This design comes from an exercise in tuning for small area, a short achievable clock period and few clock cycles per item on the open sky130 flow, not from production work.

==> module sw_pe, before the edit <==
module sw_pe #(
    parameter int ROW = 0
) (
    input  logic       i_first,
    input  logic       i_match,
    input  logic [5:0] i_left_ht,
    input  logic [5:0] i_left_et,
    input  logic [5:0] i_diag_ht,
    output logic [5:0] o_et,
    output logic [5:0] o_key,
    output logic [5:0] o_self
);
    function automatic logic gt(input logic [5:0] a, input logic [5:0] b);
        logic g;
        g = 1'b0;
        for (int i = 0; i < 6; i++) begin
            g = (a[i] & ~b[i]) | (a[i] & g) | (~b[i] & g);
        end
        gt = g;
    endfunction
    localparam logic [5:0] KMASK = 6'((1 << $clog2(6 * ROW + 8)) - 1);
    logic [5:0] a2;
    logic [5:0] b2;
    logic [5:0] d2;
    logic       a_gt_b;
    logic       d_top;
    logic       s_d;
    logic       s_a;
    logic       s_b;
    assign a2 = KMASK & 6'(int'(i_left_et) - 1);
    generate
        if (ROW == 0) begin : g_b_top
            assign b2 = KMASK & ((int'(i_left_ht) > ROW + 7) ? 6'(int'(i_left_ht) - 5) : 6'(ROW + 2));
        end else begin : g_b
            assign b2 = KMASK & 6'(int'(i_left_ht) - 5);
        end
    endgenerate
    generate
        if (ROW == 0) begin : g_top
            assign d2 = i_match ? 6'd7 : 6'd2;
        end else begin : g_below
            assign d2 = KMASK & (i_diag_ht + {!i_match, !i_match, !i_match, 1'b1, 1'b0, !i_match});
        end
    endgenerate
    assign a_gt_b = gt(a2, b2);
    assign d_top  = !gt(a2, d2) && !gt(b2, d2);
    assign s_d    = !i_first && d_top;
    assign s_a    = !i_first && !d_top && a_gt_b;
    assign s_b    = !i_first && !d_top && !a_gt_b;
    logic [5:0] et;
    assign et   = a_gt_b ? a2 : b2;
    assign o_et = (i_first || !(int'(et) > ROW + 3)) ? 6'(ROW + 3) : et;
    assign o_key  = ({6{s_d}} & d2) | ({6{s_a}} & a2) | ({6{s_b}} & b2)
                  | ({6{i_first}} & (i_match ? 6'(ROW + 7) : 6'(ROW + 2)));
    assign o_self = o_key + 6'd2;
endmodule
==> module sw_pe_array, before the edit <==
module sw_pe_array (
    input  logic        clk,
    input  logic        rst,
    input  logic [7:0]  i_match,
    input  logic        i_first,
    input  logic        i_last,
    output logic [47:0] o_ht,
    output logic        o_first,
    output logic        o_last
);
    localparam int N = sw_pkg::READ_MAX_LEN;
    function automatic logic gt(input logic [5:0] a, input logic [5:0] b);
        logic g;
        g = 1'b0;
        for (int i = 0; i < 6; i++) begin
            g = (a[i] & ~b[i]) | (a[i] & g) | (~b[i] & g);
        end
        gt = g;
    endfunction
    function automatic logic [5:0] max2(input logic [5:0] a, input logic [5:0] b);
        max2 = gt(b, a) ? b : a;
    endfunction
    function automatic logic [5:0] max3(input logic [5:0] a, input logic [5:0] b,
                                        input logic [5:0] c);
        logic ab;
        logic ac;
        logic bc;
        ab = !gt(b, a);
        ac = !gt(c, a);
        bc = !gt(c, b);
        max3 = ({6{ab && ac}} & a) | ({6{!ab && bc}} & b) | ({6{!ac && !bc}} & c);
    endfunction
    function automatic logic [5:0] max4(input logic [5:0] a, input logic [5:0] b,
                                        input logic [5:0] c, input logic [5:0] d);
        logic ab;
        logic ac;
        logic ad;
        logic bc;
        logic bd;
        logic cd;
        ab = !gt(b, a);
        ac = !gt(c, a);
        ad = !gt(d, a);
        bc = !gt(c, b);
        bd = !gt(d, b);
        cd = !gt(d, c);
        max4 = ({6{ab && ac && ad}} & a) | ({6{!ab && bc && bd}} & b)
             | ({6{!ac && !bc && cd}} & c) | ({6{!ad && !bd && !cd}} & d);
    endfunction
    function automatic logic gt_p2(input logic [5:0] a, input logic [5:0] b);
        logic g;
        g = 1'b1;
        for (int k = 5; k >= 0; k--) begin
            g = !gt(6'(b >> (k + 1)), 6'(a >> (k + 1))) || (a[k] && !b[k] && g);
        end
        gt_p2 = g;
    endfunction
    function automatic logic [5:0] top2(input logic [5:0] k, input logic [5:0] m);
        top2 = gt_p2(k, m) ? 6'(k + 6'd2) : m;
    endfunction
    function automatic logic [5:0] top3(input logic [5:0] k, input logic [5:0] m1,
                                        input logic [5:0] m2);
        logic s1;
        logic s2;
        logic m21;
        s1  = gt_p2(k, m1);
        s2  = gt_p2(k, m2);
        m21 = gt(m2, m1);
        top3 = ({6{s1 && s2}} & 6'(k + 6'd2)) | ({6{!s1 && !m21}} & m1) | ({6{!s2 && m21}} & m2);
    endfunction
    function automatic int ht_bits(input int r);
        ht_bits = $clog2(6 * r + 10);
    endfunction
    function automatic int e_bits(input int r);
        e_bits = $clog2(6 * r + 5);
    endfunction
    logic [5:0] ht   [0:N-1];
    logic [5:0] e    [0:N-1];
    logic [5:0] e_n  [0:N-1];
    logic [5:0] key  [0:N-1];
    logic [5:0] self [0:N-1];
    logic [5:0] ht_n [0:N-1];
    generate
        for (genvar r = 0; r < N; r++) begin : g_row
            localparam int HB = ht_bits(r);
            localparam int EB = e_bits(r);
            logic [HB-1:0] ht_q;
            logic [EB-1:0] e_q;
            logic [5:0]    diag;
            assign ht[r] = 6'(ht_q);
            assign e[r]  = 6'(e_q);
            if (r == 0) begin : g_top
                assign diag = '0;
            end else begin : g_below
                assign diag = ht[r-1];
            end
            sw_pe #(.ROW(r)) pe_inst (
                .i_first   (i_first),
                .i_match   (i_match[r]),
                .i_left_ht (ht[r]),
                .i_left_et (e[r]),
                .i_diag_ht (diag),
                .o_et      (e_n[r]),
                .o_key     (key[r]),
                .o_self    (self[r])
            );
            always_ff @(posedge clk) begin
                ht_q <= HB'(ht_n[r]);
                e_q  <= EB'(e_n[r]);
            end
        end
    endgenerate
    logic [5:0] m01;
    logic [5:0] m012;
    logic [5:0] m0123;
    logic [5:0] m45;
    logic [5:0] m456;
    assign m01   = max2(key[0], key[1]);
    assign m012  = max3(key[0], key[1], key[2]);
    assign m0123 = max4(key[0], key[1], key[2], key[3]);
    assign m45   = max2(key[4], key[5]);
    assign m456  = max3(key[4], key[5], key[6]);
    assign ht_n[0] = self[0];
    assign ht_n[1] = top2(key[1], key[0]);
    assign ht_n[2] = top2(key[2], m01);
    assign ht_n[3] = top2(key[3], m012);
    assign ht_n[4] = top2(key[4], m0123);
    assign ht_n[5] = top3(key[5], m0123, key[4]);
    assign ht_n[6] = top3(key[6], m0123, m45);
    assign ht_n[7] = top3(key[7], m0123, m456);
    always_ff @(posedge clk or posedge rst) begin
        if (rst) begin
            o_last <= 1'b0;
        end else begin
            o_last <= i_last;
        end
    end
    always_ff @(posedge clk) begin
        o_first <= i_first;
    end
    generate
        for (genvar r = 0; r < N; r++) begin : g_out
            assign o_ht[6*r +: 6] = ht[r];
        end
    endgenerate
endmodule
==> flow/config.mk <==
export PLATFORM = sky130hd
export DESIGN_NAME = sw_core
export DESIGN_NICKNAME = sw_core
export VERILOG_FILES = /design/flow/design.v
export SDC_FILE = /design/flow/constraint.sdc
export NUM_CORES = 4
export LEC_CHECK = 0
export ABC_AREA = 1
export CAP_MARGIN = 20
export CORE_MARGIN = 2
export CORE_UTILIZATION = 40
export CTS_BUF_LIST = sky130_fd_sc_hd__clkbuf_8
export SLEW_MARGIN = 20
==> flow/constraint.sdc <==
create_clock -name core_clock -period 13.0 [get_ports {clk}]
set_input_delay 2.6000 -clock core_clock [delete_from_list [all_inputs] [get_ports {clk}]]
set_output_delay 2.6000 -clock core_clock [all_outputs]
set_load 0.01 [all_outputs]
run.sh (not shown) runs the stock make flow with config.mk's settings and CLKGATE_MAP_FILE= SYNTH_SCRIPT=/design/flow/synth_recipe.tcl, a recipe that flattens the netlist after the stock synthesis.
==> next run, changes <==
--- a/flow/design.v
+++ b/flow/design.v
@@ -88,30 +88,22 @@
     logic       s_d;
     logic       s_a;
     logic       s_b;
     assign a2 = KMASK & 6'(int'(i_left_et) - 1);
-    generate
-        if (ROW == 0) begin : g_b_top
-            assign b2 = KMASK & ((int'(i_left_ht) > ROW + 7) ? 6'(int'(i_left_ht) - 5) : 6'(ROW + 2));
-        end else begin : g_b
-            assign b2 = KMASK & 6'(int'(i_left_ht) - 5);
-        end
-    endgenerate
+    assign b2 = KMASK & ((int'(i_left_ht) > ROW + 7) ? 6'(int'(i_left_ht) - 5) : 6'(ROW + 2));
     generate
         if (ROW == 0) begin : g_top
             assign d2 = i_match ? 6'd7 : 6'd2;
         end else begin : g_below
-            assign d2 = KMASK & (i_diag_ht + {!i_match, !i_match, !i_match, 1'b1, 1'b0, !i_match});
+            assign d2 = KMASK & (i_match ? 6'(int'(i_diag_ht) + 4) : 6'(int'(i_diag_ht) - 3));
         end
     endgenerate
     assign a_gt_b = gt(a2, b2);
     assign d_top  = !gt(a2, d2) && !gt(b2, d2);
     assign s_d    = !i_first && d_top;
     assign s_a    = !i_first && !d_top && a_gt_b;
     assign s_b    = !i_first && !d_top && !a_gt_b;
-    logic [5:0] et;
-    assign et   = a_gt_b ? a2 : b2;
-    assign o_et = (i_first || !(int'(et) > ROW + 3)) ? 6'(ROW + 3) : et;
+    assign o_et   = i_first ? 6'(ROW + 2) : (a_gt_b ? a2 : b2);
     assign o_key  = ({6{s_d}} & d2) | ({6{s_a}} & a2) | ({6{s_b}} & b2)
                   | ({6{i_first}} & (i_match ? 6'(ROW + 7) : 6'(ROW + 2)));
     assign o_self = o_key + 6'd2;
 endmodule
@@ -166,29 +158,8 @@
         cd = !gt(d, c);
         max4 = ({6{ab && ac && ad}} & a) | ({6{!ab && bc && bd}} & b)
              | ({6{!ac && !bc && cd}} & c) | ({6{!ad && !bd && !cd}} & d);
     endfunction
-    function automatic logic gt_p2(input logic [5:0] a, input logic [5:0] b);
-        logic g;
-        g = 1'b1;
-        for (int k = 5; k >= 0; k--) begin
-            g = !gt(6'(b >> (k + 1)), 6'(a >> (k + 1))) || (a[k] && !b[k] && g);
-        end
-        gt_p2 = g;
-    endfunction
-    function automatic logic [5:0] top2(input logic [5:0] k, input logic [5:0] m);
-        top2 = gt_p2(k, m) ? 6'(k + 6'd2) : m;
-    endfunction
-    function automatic logic [5:0] top3(input logic [5:0] k, input logic [5:0] m1,
-                                        input logic [5:0] m2);
-        logic s1;
-        logic s2;
-        logic m21;
-        s1  = gt_p2(k, m1);
-        s2  = gt_p2(k, m2);
-        m21 = gt(m2, m1);
-        top3 = ({6{s1 && s2}} & 6'(k + 6'd2)) | ({6{!s1 && !m21}} & m1) | ({6{!s2 && m21}} & m2);
-    endfunction
     function automatic int ht_bits(input int r);
         ht_bits = $clog2(6 * r + 10);
     endfunction
     function automatic int e_bits(input int r);
@@ -240,15 +211,15 @@
     assign m0123 = max4(key[0], key[1], key[2], key[3]);
     assign m45   = max2(key[4], key[5]);
     assign m456  = max3(key[4], key[5], key[6]);
     assign ht_n[0] = self[0];
-    assign ht_n[1] = top2(key[1], key[0]);
-    assign ht_n[2] = top2(key[2], m01);
-    assign ht_n[3] = top2(key[3], m012);
-    assign ht_n[4] = top2(key[4], m0123);
-    assign ht_n[5] = top3(key[5], m0123, key[4]);
-    assign ht_n[6] = top3(key[6], m0123, m45);
-    assign ht_n[7] = top3(key[7], m0123, m456);
+    assign ht_n[1] = max2(self[1], key[0]);
+    assign ht_n[2] = max2(self[2], m01);
+    assign ht_n[3] = max2(self[3], m012);
+    assign ht_n[4] = max2(self[4], m0123);
+    assign ht_n[5] = max3(self[5], m0123, key[4]);
+    assign ht_n[6] = max3(self[6], m0123, m45);
+    assign ht_n[7] = max3(self[7], m0123, m456);
     always_ff @(posedge clk or posedge rst) begin
         if (rst) begin
             o_last <= 1'b0;
         end else begin
The changed run produced a clean layout.
Final cell count is higher by 4.2%.
Final area is higher by 3.3%.
Synthesized area is higher by 3.1%.
Register-to-register slack gets better by 0.05 ns.
Fmax is higher by 1.0%.
Hold slack gets better by 0.0052 ns.
No functional check of the RTL was part of any run of this note.

re-timing with driven ports:
In the flow no input, the clock included, has a driving cell. The finished layouts below were timed again as built, in two steps.
Step 1 assumes that a clkbuf_16 drives the clock port and a buf_2 every other input.
Step 2 also shifts input and output timing later by t, the mid clock arrival at the registers, as if the neighbouring blocks saw the same clock.
Slacks: ideal / step 1 / step 2; pairs: ideal / step 1.
run	t, ns	setup slack, ns	slew at the worst register clock pin (ns)
the first run	0.532	8.171 / 8.171 / 8.171	0.10 / 0.10
the second run	0.557	8.219 / 8.219 / 8.219	0.10 / 0.10
After both steps every run listed still meets setup and hold.
